This is an optimization exercise on Yosys and OpenROAD, whose aim is small area, a short achievable clock period and few clock cycles per item, not a production implementation. The RTL was checked by simulation tests, not by an equivalence proof against the original design. Power figures rest on the tool's default switching activity, not on a simulated workload.

--- flow/run.sh ---
#!/bin/bash
# synth_recipe.tcl (not shown) runs the flow's synth.tcl, then flattens the netlist and writes it again
# the make line also repeats each setting of config.mk as NAME=value (left out here)
make -C /OpenROAD-flow-scripts/flow DESIGN_CONFIG=/design/flow/config.mk WORK_HOME=/design/flow/orfs CLKGATE_MAP_FILE= SYNTH_SCRIPT=/design/flow/synth_recipe.tcl finish
--- flow/config.mk ---
export PLATFORM = sky130hd
export DESIGN_NAME = signed_integer_to_radix_digits_core
export DESIGN_NICKNAME = signed_integer_to_radix_digits_core
export VERILOG_FILES = /design/flow/design.v
export SDC_FILE = /design/flow/constraint.sdc
export NUM_CORES = 4
export LEC_CHECK = 0
export CAP_MARGIN = 20
export CORE_MARGIN = 2
export CORE_UTILIZATION = 40
export SLEW_MARGIN = 20
--- flow/constraint.sdc ---
create_clock -name core_clock -period 12.0 [get_ports {clk}]
set_input_delay 2.4000 -clock core_clock [delete_from_list [all_inputs] [get_ports {clk}]]
set_output_delay 2.4000 -clock core_clock [all_outputs]
set_load 0.01 [all_outputs]
--- flow/design.v ---
`default_nettype none
package sird_pkg;
  localparam int VALUE_W = 32;
  localparam int SYM_W   = 8;
  localparam int LEN_W   = 5;
  localparam int NCELL   = 14;    
  localparam int KSTEP   = 2;     
  localparam logic [SYM_W-1:0] CHAR_MINUS = 8'h2D;
  localparam logic [SYM_W-1:0] CHAR_PLUS  = 8'h2B;
endpackage
`default_nettype wire
`default_nettype none
import sird_pkg::*;
module signed_integer_to_radix_digits_core (
  input  wire logic        clk,
  input  wire logic        rst_n,
  input  wire logic        in_tvalid,
  output logic             in_tready,
  input  wire logic [31:0] in_tdata,      
  output logic             out_tvalid,
  input  wire logic        out_tready,
  output logic [7:0]       out_tdata,     
  output logic             out_tlast,
  input  wire logic        cfg_psel,
  input  wire logic        cfg_penable,
  input  wire logic        cfg_pwrite,
  input  wire logic [4:0]  cfg_paddr,
  input  wire logic [63:0] cfg_pwdata,
  output logic [63:0]      cfg_prdata,
  output logic             cfg_pready
);
  localparam int CW = NCELL * 4;
  logic [LEN_W-1:0] base_length_r;
  logic [63:0]      symbols_low_r;
  logic [63:0]      symbols_high_r;
  logic [127:0]     symbols;
  logic             cfg_wr;
  logic [2:0]       rsel_r;
  assign cfg_pready = 1'b1;
  assign cfg_wr     = cfg_psel && cfg_penable && cfg_pwrite;
  assign symbols    = {symbols_high_r, symbols_low_r};
  always_ff @(posedge clk) begin
    if (!rst_n) begin
      base_length_r  <= '0;
      symbols_low_r  <= '0;
      symbols_high_r <= '0;
    end else if (cfg_wr) begin
      case (cfg_paddr[4:3])
        2'd0: base_length_r  <= cfg_pwdata[LEN_W-1:0];
        2'd1: symbols_low_r  <= cfg_pwdata;
        2'd2: symbols_high_r <= cfg_pwdata;
        default: ;
      endcase
    end
  end
  always_ff @(posedge clk) begin
    rsel_r[0] <= (cfg_paddr[4:3] == 2'd0);
    rsel_r[1] <= (cfg_paddr[4:3] == 2'd1);
    rsel_r[2] <= (cfg_paddr[4:3] == 2'd2);
  end
  assign cfg_prdata = ({64{rsel_r[0]}} & {59'd0, base_length_r})
                    | ({64{rsel_r[1]}} & symbols_low_r)
                    | ({64{rsel_r[2]}} & symbols_high_r);
  logic       cf_m2, cf_m3, cf_m4, cf_odd, cf_ok;
  logic [3:0] cf_nr, cf_h, cf_hp;
  always_ff @(posedge clk) begin
    logic [4:0] rr;
    rr = (base_length_r == 5'd2 || base_length_r == 5'd4) ? 5'd16 :
         (base_length_r == 5'd3) ? 5'd9 : base_length_r;
    cf_m2  <= (base_length_r == 5'd2);
    cf_m3  <= (base_length_r == 5'd3);
    cf_m4  <= (base_length_r == 5'd4);
    cf_odd <= rr[0];
    cf_nr  <= 4'(5'd16 - rr);
    cf_h   <= 4'((rr + 5'd1) >> 1);
    cf_hp  <= 4'((rr - 5'd1) >> 1);
    cf_ok  <= (base_length_r >= 5'd2) && (base_length_r <= 5'd16);
  end
  logic        chk_busy, chk_bad;
  logic [3:0]  chk_idx;
  logic [15:0] lenmask;
  logic [3:0]  sym_sel;
  logic [7:0]  sym_val;
  logic        chk_hit;
  logic        table_ok;
  logic [3:0]  e_digit;
  always_comb begin
    for (int j = 0; j < 16; j++) lenmask[j] = (5'(j) < base_length_r);
  end
  assign sym_sel = chk_busy ? chk_idx : e_digit;
  assign sym_val = symbols[{sym_sel, 3'b000} +: 8];
  always_comb begin
    chk_hit = (sym_val == CHAR_PLUS) || (sym_val == CHAR_MINUS);
    for (int j = 1; j < 16; j++) begin
      if (lenmask[j] && (4'(j) > chk_idx) && (symbols[8*j +: 8] == sym_val)) chk_hit = 1'b1;
    end
    chk_hit = chk_hit && lenmask[chk_idx];
  end
  always_ff @(posedge clk) begin
    if (!rst_n) begin
      chk_busy <= 1'b0;
      chk_bad  <= 1'b0;
      chk_idx  <= '0;
    end else if (cfg_wr) begin
      chk_busy <= 1'b1;
      chk_bad  <= 1'b0;
      chk_idx  <= '0;
    end else if (chk_busy) begin
      if (chk_hit) chk_bad <= 1'b1;
      chk_idx <= chk_idx + 4'd1;
      if (chk_idx == 4'd15 || !lenmask[chk_idx + 4'd1]) chk_busy <= 1'b0;
    end
  end
  assign table_ok = cf_ok && !chk_bad;
  function automatic logic [CW-1:0] dd_step(input logic [CW-1:0] c, input logic b,
                                             input logic [3:0] h, input logic [3:0] hp,
                                             input logic odd, input logic [3:0] nr);
    logic [NCELL-1:0] g, p, gg, pp, gn, pn;
    logic [NCELL:0]   cy;
    logic [3:0]       v, t;
    logic [CW-1:0]    r;
    for (int i = 0; i < NCELL; i++) begin
      v    = c[4*i +: 4];
      g[i] = (v >= h);
      p[i] = odd && (v == hp);
    end
    gg = g;
    pp = p;
    for (int d = 1; d < NCELL; d = d * 2) begin
      gn = gg;
      pn = pp;
      for (int i = d; i < NCELL; i++) begin
        gn[i] = gg[i] | (pp[i] & gg[i-d]);
        pn[i] = pp[i] & pp[i-d];
      end
      gg = gn;
      pp = pn;
    end
    cy[0] = b;
    for (int i = 0; i < NCELL; i++) cy[i+1] = gg[i] | (pp[i] & b);
    for (int i = 0; i < NCELL; i++) begin
      v = c[4*i +: 4];
      t = {v[2:0], cy[i]};
      r[4*i +: 4] = cy[i+1] ? 4'(t + nr) : t;
    end
    dd_step = r;
  endfunction
  logic        in_v;
  logic [31:0] in_d;
  logic        m_load;
  assign in_tready = !in_v;
  always_ff @(posedge clk) begin
    if (!rst_n || cfg_wr) begin
      in_v <= 1'b0;
    end else if (in_tvalid && !in_v) begin
      in_v <= 1'b1;
    end else if (m_load) begin
      in_v <= 1'b0;
    end
  end
  always_ff @(posedge clk) begin
    if (in_tvalid && !in_v) in_d <= in_tdata;
  end
  logic          m_busy, m_started, m_neg;
  logic [31:0]   m_r;
  logic [5:0]    m_cnt;
  logic          res_v, res_neg;
  logic [CW-1:0] cells;
  logic [CW-1:0] cells_nxt;
  logic          skip, can_step, last_step, copy;
  assign skip      = m_busy && !m_started && (m_r[31:24] == 8'd0) && (m_cnt > 6'd8);
  assign can_step  = m_busy && !skip && (!res_v || copy);
  assign last_step = can_step && (m_cnt == 6'(KSTEP));
  assign m_load    = in_v && (!m_busy || last_step);
  always_comb begin
    cells_nxt = m_started ? cells : '0;
    for (int k = 0; k < KSTEP; k++) begin
      cells_nxt = dd_step(cells_nxt, m_r[31-k], cf_h, cf_hp, cf_odd, cf_nr);
    end
  end
  always_ff @(posedge clk) begin
    if (!rst_n || cfg_wr) begin
      m_busy <= 1'b0;
      res_v  <= 1'b0;
    end else begin
      if (m_load)         m_busy <= 1'b1;
      else if (last_step) m_busy <= 1'b0;
      if (last_step)      res_v  <= 1'b1;
      else if (copy)      res_v  <= 1'b0;
    end
  end
  always_ff @(posedge clk) begin
    if (m_load) begin
      m_r       <= in_d[31] ? (32'd0 - in_d) : in_d;
      m_cnt     <= 6'd32;
      m_started <= 1'b0;
      m_neg     <= in_d[31];
    end else if (skip) begin
      m_r   <= {m_r[23:0], 8'd0};
      m_cnt <= m_cnt - 6'd8;
    end else if (can_step) begin
      m_r       <= m_r << KSTEP;
      m_cnt     <= m_cnt - 6'(KSTEP);
      m_started <= 1'b1;
    end
    if (can_step) cells <= cells_nxt;
    if (last_step) res_neg <= m_neg;
  end
  logic          e_v, e_sign;
  logic [CW-1:0] e_cells;
  logic [3:0]    e_i;
  logic [1:0]    e_j;
  logic [3:0]    e_val;
  logic          e_lastpos, e_fin, out_load;
  logic [1:0]    jmax;
  logic [3:0]    i0;
  logic [1:0]    j0;
  logic [3:0]    topv;
  logic          out_v;
  logic [7:0]    out_d;
  logic          out_l;
  assign out_load  = !out_v || out_tready;
  assign e_lastpos = (e_i == 4'd0) && (e_j == 2'd0);
  assign e_fin     = e_v && out_load && !e_sign && e_lastpos;
  assign copy      = res_v && !chk_busy && (!e_v || e_fin);
  assign jmax      = cf_m2 ? 2'd3 : ((cf_m3 || cf_m4) ? 2'd1 : 2'd0);
  always_comb begin
    i0   = '0;
    topv = cells[3:0];
    for (int i = 1; i < NCELL; i++) begin
      if (cells[4*i +: 4] != 4'd0) begin
        i0   = 4'(i);
        topv = cells[4*i +: 4];
      end
    end
    if (cf_m2)      j0 = topv[3] ? 2'd3 : topv[2] ? 2'd2 : topv[1] ? 2'd1 : 2'd0;
    else if (cf_m4) j0 = (topv[3:2] != 2'd0) ? 2'd1 : 2'd0;
    else if (cf_m3) j0 = (topv >= 4'd3) ? 2'd1 : 2'd0;
    else            j0 = 2'd0;
  end
  always_comb begin
    logic [1:0] q3;
    e_val = e_cells[{e_i, 2'b00} +: 4];
    q3    = (e_val >= 4'd6) ? 2'd2 : (e_val >= 4'd3) ? 2'd1 : 2'd0;
    if (cf_m2)      e_digit = {3'd0, e_val[e_j]};
    else if (cf_m4) e_digit = e_j[0] ? {2'd0, e_val[3:2]} : {2'd0, e_val[1:0]};
    else if (cf_m3) e_digit = e_j[0] ? {2'd0, q3} : 4'(e_val - 4'(3 * q3));
    else            e_digit = e_val;
  end
  always_ff @(posedge clk) begin
    if (!rst_n || cfg_wr) begin
      e_v <= 1'b0;
    end else if (copy && table_ok) begin
      e_v <= 1'b1;
    end else if (e_fin) begin
      e_v <= 1'b0;
    end
  end
  always_ff @(posedge clk) begin
    if (copy) begin
      e_cells <= cells;
      e_i     <= i0;
      e_j     <= j0;
      e_sign  <= res_neg;
    end else if (e_v && out_load) begin
      if (e_sign) begin
        e_sign <= 1'b0;
      end else if (e_j == 2'd0) begin
        e_i <= e_i - 4'd1;
        e_j <= jmax;
      end else begin
        e_j <= e_j - 2'd1;
      end
    end
  end
  always_ff @(posedge clk) begin
    if (!rst_n) begin
      out_v <= 1'b0;
    end else if (out_load) begin
      out_v <= e_v;
    end
  end
  always_ff @(posedge clk) begin
    if (e_v && out_load) begin
      out_d <= e_sign ? CHAR_MINUS : sym_val;
      out_l <= !e_sign && e_lastpos;
    end
  end
  assign out_tvalid = out_v;
  assign out_tdata  = out_d;
  assign out_tlast  = out_l;
endmodule
`default_nettype wire
==> results by group <==
Run status
  • Outcome: finished clean

Clock tree
  • Longest Clk Path Bufs: 3
  • CTS buffer count: 43
  • Post-CTS Hold Fix Bufs: 0
  • Clock sink total: 362
  • Clk latency of the worst-skew pair: 600 ps
  • CTS tree: built
  • CTS H-tree lvls: 2
  • CTS Root Cell: clkbuf_16
  • CTS resizes: 0
  • Clk slew on worst S/H paths: 60 ps
  • Postcts setup bufs: 0

Route
  • DR top layer: met5
  • Met2 Wirelength: 41600 µm
  • Routed wire per std cell: 20.6 µm
  • Via Count: 24.8k
  • Routed Antenna Nets: 0
  • WL final: 89800 µm
  • Met1 Wirelength: 40100 µm
  • DRC violations left: 0
  • Met3 wire len: 5460 µm
  • Initial drt markers: 2321
  • DR pass1 iterations: 6
  • Vias per std cell: 5.69

Global routing
  • Number of global-route vias before repair: 23.9k
  • Overflow after GRT: 0
  • First-pass GRT wire length: 140000 µm
  • Initial antenna violation count: 3
  • Largest net degree at the start of global routing: 79
  • Total track usage: 23.5%

STA
  • Post-route setup slack: 2790 ps
  • Tmin final: 9210 ps
  • Max transition margin: 31.8%
  • Final setup TNS: 0 ps
  • Worst-case hold slack: 418 ps
  • Final setup fails: 0
  • Layout Skew: 37.5 ps
  • RSZ-0062 raised after global routing: no
  • Final Slew Violations: 0
  • Fmax: 0.109 GHz
  • Final period util: 76.8%
  • Slew @ Worst Pin: 1010 ps
  • Final hold vios: 0

Synth
  • Synth top area share: 20.1%
  • EDFF count, synth: 194
  • #FFs+latches synth: 362
  • Synth area leader: edfxtp_1
  • Synth top area cells: edfxtp_1 (20%), dfxtp_1 (12%), ha_1 (9.8%)
  • Yosys warnings: 1
  • Cell Area, Synth: 29000 µm²
  • Synth Area per Inst: 8.85 µm²
  • Most frequent cell after synthesis: nand2_1
  • Commonest cells post-synth: nand2_1 (478), xnor2_1 (232), ha_1 (227)
  • Main flop type after synthesis: edfxtp_1
  • Post-synthesis sequential area ratio: 31.7%
  • Synth cell types: 108
  • Mapped Cells: 3277
  • Post-synthesis async set-or-reset flop share: 0%

Floorplanning
  • Die Span Y: 273 µm
  • Core box area: 71600 µm²
  • Die ar.: 74700 µm²
  • # IOs: 184
  • Site row count: 98
  • Initial Util: 40.5%
  • Die width: 273 µm

Placed design
  • Post-Place Worst Slack: 2930 ps
  • Placed insts: 4284
  • Port Buffers: 179
  • GP Congestion: 0.959
  • Detailed placer's ending HPWL: 63700 µm

Layout
  • Ratio of cells with drive above 1 in the final layout: 6.33%
  • Area Overhead vs Synth: 14.1%
  • Nets: 3743
  • Final std cells w/o fill: 4362

Power
  • Power per Cell Area: 137 nW/µm²
  • Peak VDD IR: 0.0916 mV
  • Leakage: 12.6 nW

Setup path
  • CP required: 12320 ps
  • Worst Path Max Fanout: 55
  • WS Path Type: flip-flop to flip-flop
  • Most used cell, CP: inv_1
  • Reg2Reg Setup Slack: 2790 ps
  • Crit path DAT: 9530 ps
  • CP Capture Type: flip-flop
  • Critical path launch point type: flip-flop
  • Crit-path slowest cell: dfxtp_2
  • CP max stage delay: 840 ps

Worst hold path
  • Worst Hold Class: flip-flop to flip-flop

Flow run
  • Maxcap violations: 0
report_power, final:
part	switching, W	leakage [nW]	internal [W]
combinational	0.000957	8.80	0.000641
clock	0.000566	0.688	0.000784
sequential	0.000120	3.16	0.00145
cell type report:
type,count,area (µm²)
Timing Repair Buffer,227,2150
Fill cell,7015,38500
Sequential cell,362,9200
Clock buffer,49,1130
Tap cell,950,1190
Clock inverter,28,287
Multi-Input combinational cell,2595,18600
Inverter,150,563
Antenna cell,1,2.50
worst paths after layout:
path | depth (start not counted) | from | to
min | 0 | m_neg | res_neg
max | 33 | m_started | cells[55]
max reg2reg | 33 | m_started | cells[55]
min reg2reg | 0 | m_neg | res_neg
critical path, delay by kind of cell, from the launching register on:
family / cells / cell delay (ps)
flip-flops: 1 / 840
XOR/XNOR: 1 / 200
adder cells (fa/ha/maj): 5 / 1460
AO/OA/AOI/OAI: 15 / 3550
buffers and inverters: 6 / 1330
AND/OR/NAND/NOR: 6 / 1530
registers in the layout, indices dropped and copies added (netlist names), 4 cells and up:
name / flops
in_d: 32
chk_idx: 4
e_cells: 56
m_cnt: 5
symbols_high_r: 64
base_length_r: 5
out_d: 8
e_i: 4
m_r: 32
cf_h: 4
cells: 56
cf_hp: 4
symbols_low_r: 64
metrics by stage:
stage          power [W]  utilization (%)  instance area, µm²
2_1_floorplan    0.00275                -               29000
3_3_place_gp     0.00316             44.2               31700
3_5_place_dp     0.00318             44.2               31700
4_1_cts          0.00454             46.2               33100
5_1_grt          0.00481             46.2               33100
6_report         0.00452             46.2               33100
kinds of logic (layout without fill, tap and decap cells):
group           count (synthesis)  count (layout)  synth area share, %
compound gates                859             859                 20.7
xor+xnor                      331             331                 10.1
fa+ha+maj                     259             259                 11.9
buf+inv                       321             454                 4.55
flops                         362             362                 31.7
mux                           103             103                 4.11
other cells                     1               3               0.0129
simple gates                 1041            1041                 17.0
cells in the final DEF (no fill, tap or decap), types with 29 or more instances in the layout:
| cell type | count |
|---|---|
| nand3_1 | 55 |
| mux2i_1 | 61 |
| edfxtp_1 | 194 |
| a21boi_0 | 151 |
| a21oi_1 | 163 |
| xnor2_1 | 232 |
| o21ai_0 | 134 |
| dfxtp_1 | 160 |
| xor2_1 | 96 |
| nand2b_1 | 57 |
| and2_1 | 39 |
| nor4_1 | 38 |
| fa_1 | 29 |
| a21o_1 | 55 |
| buf_4 | 49 |
| nand4_1 | 29 |
| nor2_1 | 163 |
| nand2_1 | 478 |
| inv_1 | 135 |
| nor2b_1 | 30 |
| a211oi_1 | 36 |
| clkbuf_16 | 43 |
| a22o_1 | 60 |
| ha_1 | 227 |
| a31oi_1 | 38 |
| clkdlybuf4s50_1 | 178 |
| nor3_1 | 48 |
metal layers:
layer | GRT usage [%] | up-vias
met5 | 0 | -
met4 | 7.77 | 4
met3 | 3.07 | 172
met2 | 38.0 | 828
met1 | 32.4 | 11800
li1 | - | 12000
Testbench counts, summed over its fixed seeds: cycles 29,408, items 2,048.

==> separate check: timing with driven ports <==
In the flow no input, the clock included, has a driving cell. The finished layout below was timed again as built, in two steps. Step 1: set_driving_cell puts a clkbuf_16 on clk and a buf_2 on each other input, an assumption about the parent block. Step 2 times the ports against the registers' clock, not the clock port: input delays grow and output delays shrink by t, the midpoint of the rising clock arrivals with the driver on. Slacks: ideal / step 1 / step 2; pairs: ideal / step 1.
t, ns: 0.649
setup slack, ns: 2.790 / 2.790 / 2.790
worst setup path after step 2: register to register
After both steps setup and hold are still met in this run. For this run, drivers alone change the setup slack by 0.000 ns; drivers and shift together by 0.000 ns.
